From an optimization exercise on the open Yosys and OpenROAD flow, aimed at small area, a short achievable clock period and few clock cycles per item; shortcuts taken in it are not production practice.
Where RTL was checked, it was by simulation tests only, not by an equivalence proof against the original.
No activity file was given, so power comes from the tool's default toggle rates.

JK:
## encoder_speed_and_ramped_setpoint_core
module encoder_speed_and_ramped_setpoint_core (
  input  logic clk,
  input  logic rst,
  input  logic psel,
  input  logic penable,
  input  logic pwrite,
  input  logic [4:0] paddr,
  input  logic [31:0] pwdata,
  output logic [31:0] prdata,
  output logic pready,
  input  logic in_valid,
  output logic in_ready,
  input  logic signed [31:0] encoder_count,
  input  logic [31:0] time_ms,
  input  logic signed [16:0] target_speed_mm_s,
  output logic out_valid,
  input  logic out_ready,
  output logic signed [23:0] measured_speed_mm_s,
  output logic signed [20:0] measured_scaled,
  output logic signed [16:0] ramped_speed_mm_s,
  output logic signed [10:0] setpoint_scaled
);
  logic reverse;
  logic [15:0] pulses_per_rev;
  logic [23:0] circumference_um;
  logic [15:0] max_speed_mm_s;
  logic [15:0] max_accel_mm_s2;
  logic cfg_wr;
  assign pready = 1'b1;
  assign cfg_wr = psel & penable & pwrite;
  always_comb begin
    case (paddr[4:2])
      3'd0: prdata = {31'd0, reverse};
      3'd1: prdata = {16'd0, pulses_per_rev};
      3'd2: prdata = {8'd0, circumference_um};
      3'd3: prdata = {16'd0, max_speed_mm_s};
      3'd4: prdata = {16'd0, max_accel_mm_s2};
      default: prdata = '0;
    endcase
  end
  always_ff @(posedge clk) begin
    if (rst) begin
  ...
Size: about 6700 cells after synthesis, roughly 850 flip-flops, about 60000 µm² of cells after synthesis.
clock: 8.0 ns
lec_check: 0
cap_margin: 20
core_margin: 2
core_utilization: 40
cts_buf_list: sky130_fd_sc_hd__clkbuf_4 sky130_fd_sc_hd__clkbuf_8
cts_cluster_size: 30
setup_slack_margin: 3.7
slew_margin: 20
run.sh (not shown) runs the stock make flow with config.mk's settings and CLKGATE_MAP_FILE= SYNTH_SCRIPT=/design/flow/synth_recipe.tcl, a recipe that flattens the netlist after the stock synthesis.
Testbench counts of JK, summed over its fixed seeds: cycles 24,204, items 1,920.
What MS does differently from JK at the input level:
--- a/flow/config.mk
+++ b/flow/config.mk
@@ -9,6 +9,4 @@
 export CORE_MARGIN = 2
 export CORE_UTILIZATION = 40
-export CTS_BUF_LIST = sky130_fd_sc_hd__clkbuf_4 sky130_fd_sc_hd__clkbuf_8
-export CTS_CLUSTER_SIZE = 30
 export SETUP_SLACK_MARGIN = 3.7
 export SLEW_MARGIN = 20
[summary]
In MS the implementation completed, yet the final layout does not meet the checks, the culprit being antenna violations. [compare] base=JK new=MS: routed length on met3 now larger; number of antenna repair diodes now larger; maximum frequency now smaller. Between JK and MS, the detailed-route wire length does not differ in any meaningful way. When the final numbers for JK and MS were put side by side, the synthesis-to-layout area growth turned out to be greater in MS.

Another version of the RTL of encoder_speed_and_ramped_setpoint_core (not shown whole).
Size in the first run: roughly 820 flip-flops, ~230 I/O pins, roughly 0.057 mm² of cells after synthesis.
export LEC_CHECK = 0
export CAP_MARGIN = 20
export CORE_MARGIN = 2
export CORE_UTILIZATION = 55
export SETUP_SLACK_MARGIN = 3.6
export SLEW_MARGIN = 20
create_clock -name core_clock -period 8.0 [get_ports {clk}]
Rerun with:
CORE_UTILIZATION = 40   (was 55)
SETUP_SLACK_MARGIN = 3.4   (was 3.6)
Clock-buffer cell count went up by 14. Synthesized cell count does not change. Cell area went down by 0.62%. Routed wire length went up by 0.88%. Combinational power decreases by about 10%. Via count falls by about 0.9%. Clock power came out higher by 5.9%. Utilization is lower by 18 points.
No functional check of the RTL was part of any run of this note.

== job 3504 ==
encoder_speed_and_ramped_setpoint_core with an RTL version that a note above also has.
Size in the first run: roughly 230 I/O pins.
make LEC_CHECK=0 CAP_MARGIN=20 CORE_MARGIN=2 CORE_UTILIZATION=40 CTS_BUF_LIST='sky130_fd_sc_hd__clkbuf_4 sky130_fd_sc_hd__clkbuf_8' CTS_CLUSTER_SIZE=30 GPL_ROUTABILITY_DRIVEN=0 SETUP_SLACK_MARGIN=3.6 SLEW_MARGIN=20 finish   # period 8.0 ns
Job 3504: done, clean on timing, DRC and antenna
Testbench counts of job 3504, summed over its fixed seeds: cycles 24,204, items 1,920.
Input changes introduced in job 6236 (baseline for comparison: job 3504):
# job 3504
export LEC_CHECK = 0
export CAP_MARGIN = 20
export CORE_MARGIN = 2
export CORE_UTILIZATION = 40
export CTS_BUF_LIST = sky130_fd_sc_hd__clkbuf_4 sky130_fd_sc_hd__clkbuf_8
export CTS_CLUSTER_SIZE = 30
export GPL_ROUTABILITY_DRIVEN = 0
export SETUP_SLACK_MARGIN = 3.6
export SLEW_MARGIN = 20
create_clock -name core_clock -period 8.0 [get_ports {clk}]
# job 6236
export LEC_CHECK = 0
export CAP_MARGIN = 5
export CORE_MARGIN = 2
export CORE_UTILIZATION = 40
export CTS_BUF_LIST = sky130_fd_sc_hd__clkbuf_4 sky130_fd_sc_hd__clkbuf_8
export CTS_CLUSTER_SIZE = 30
export GPL_ROUTABILITY_DRIVEN = 0
export SETUP_SLACK_MARGIN = 3.6
export SLEW_MARGIN = 5
create_clock -name core_clock -period 8.0 [get_ports {clk}]
### Flow results
- As far as sum of met2 wire segment lengths after detailed routing is concerned, job 6236 and job 3504 perform about the same.
- [compare] base=job 3504 new=job 6236: total power held steady; power in combinational cells flat; utilization barely changed; number of vias in the routed layout ~0 delta; worst slew slack as a fraction of its limit fell by 1.8 points.
- On aggregate routed wire length, job 3504 and job 6236 are neck and neck.
- From job 6236 to job 3504, final count of pins violating max slew did not move at all.
- There was hardly any difference in total congestion overflow between job 6236 and job 3504.
- Comparing job 6236 with job 3504, the clock network fraction of total power came out essentially unchanged.
Setup changes, job 6236 to job 2680
# job 6236
export LEC_CHECK = 0
export CAP_MARGIN = 5
export CORE_MARGIN = 2
export CORE_UTILIZATION = 40
export CTS_BUF_LIST = sky130_fd_sc_hd__clkbuf_4 sky130_fd_sc_hd__clkbuf_8
export CTS_CLUSTER_SIZE = 30
export GPL_ROUTABILITY_DRIVEN = 0
export SETUP_SLACK_MARGIN = 3.6
export SLEW_MARGIN = 5
create_clock -name core_clock -period 8.0 [get_ports {clk}]
# job 2680
export LEC_CHECK = 0
export CAP_MARGIN = 20
export CORE_MARGIN = 2
export CORE_UTILIZATION = 40
export CTS_BUF_LIST = sky130_fd_sc_hd__clkbuf_8
export CTS_CLUSTER_SIZE = 20
export SETUP_SLACK_MARGIN = 3.7
export SLEW_MARGIN = 20
create_clock -name core_clock -period 8.0 [get_ports {clk}]
Results
On final-report setup violation count, job 6236 tracks job 2680 almost exactly. Total number of multi-input combinational cells of job 2680 is on par with job 6236. Changes observed in job 2680 relative to job 6236: portion of the layout cell area used by clock cells shrank by 0.33 points; final cell area excluding filler cells shows no meaningful change; number of global-route vias before repair fell 210. Going from job 6236 to job 2680, the final critical path time including I/O delays and setup was found to have gone up by 0.023 ns. Between job 2680 and job 6236, the total power is lower for job 2680.

port drivers added, routing unchanged:
The flow's constraints put no driver on any port. The routed layouts listed below were extracted and timed again, unchanged, in two steps.
Step 1 sets driving cells, clkbuf_16 on the clock port and buf_2 on the other inputs (assumed; they add their load-dependent delay and slew).
Step 2 times the ports against the registers' clock, not the clock port: input delays grow and output delays shrink by t, the midpoint of the rising clock arrivals with the driver on.
Slacks: ideal ports / drivers / drivers and shift; pairs: ideal ports / drivers.
| run | t (ns) | setup slack, ns | latest minus earliest clock arrival (ns) | worst data-port slew with drivers (ns) |
|---|---|---|---|---|
| JK | 0.967 | 3.511 / 3.460 / 2.923 | 0.059 / 0.059 | 0.10 |
| MS | 0.805 | 3.466 / 3.409 / 3.083 | 0.044 / 0.044 | 0.10 |
| the first run of note 2 | 0.768 | 2.214 / 2.214 / 2.214 | 0.023 / 0.023 | 0.09 |
| the second run of note 2 | 0.805 | 2.173 / 2.173 / 2.173 | 0.035 / 0.035 | 0.06 |
| job 3504 | 0.951 | 3.502 / 3.440 / 2.877 | 0.050 / 0.050 | 0.12 |
| job 6236 | 0.949 | 3.507 / 3.445 / 2.877 | 0.050 / 0.050 | 0.12 |
| job 2680 | 0.972 | 3.484 / 3.435 / 2.923 | 0.061 / 0.061 | 0.10 |
For job 6236, which loses most, drivers alone change the setup slack by -0.062 ns; drivers and shift together by -0.630 ns.
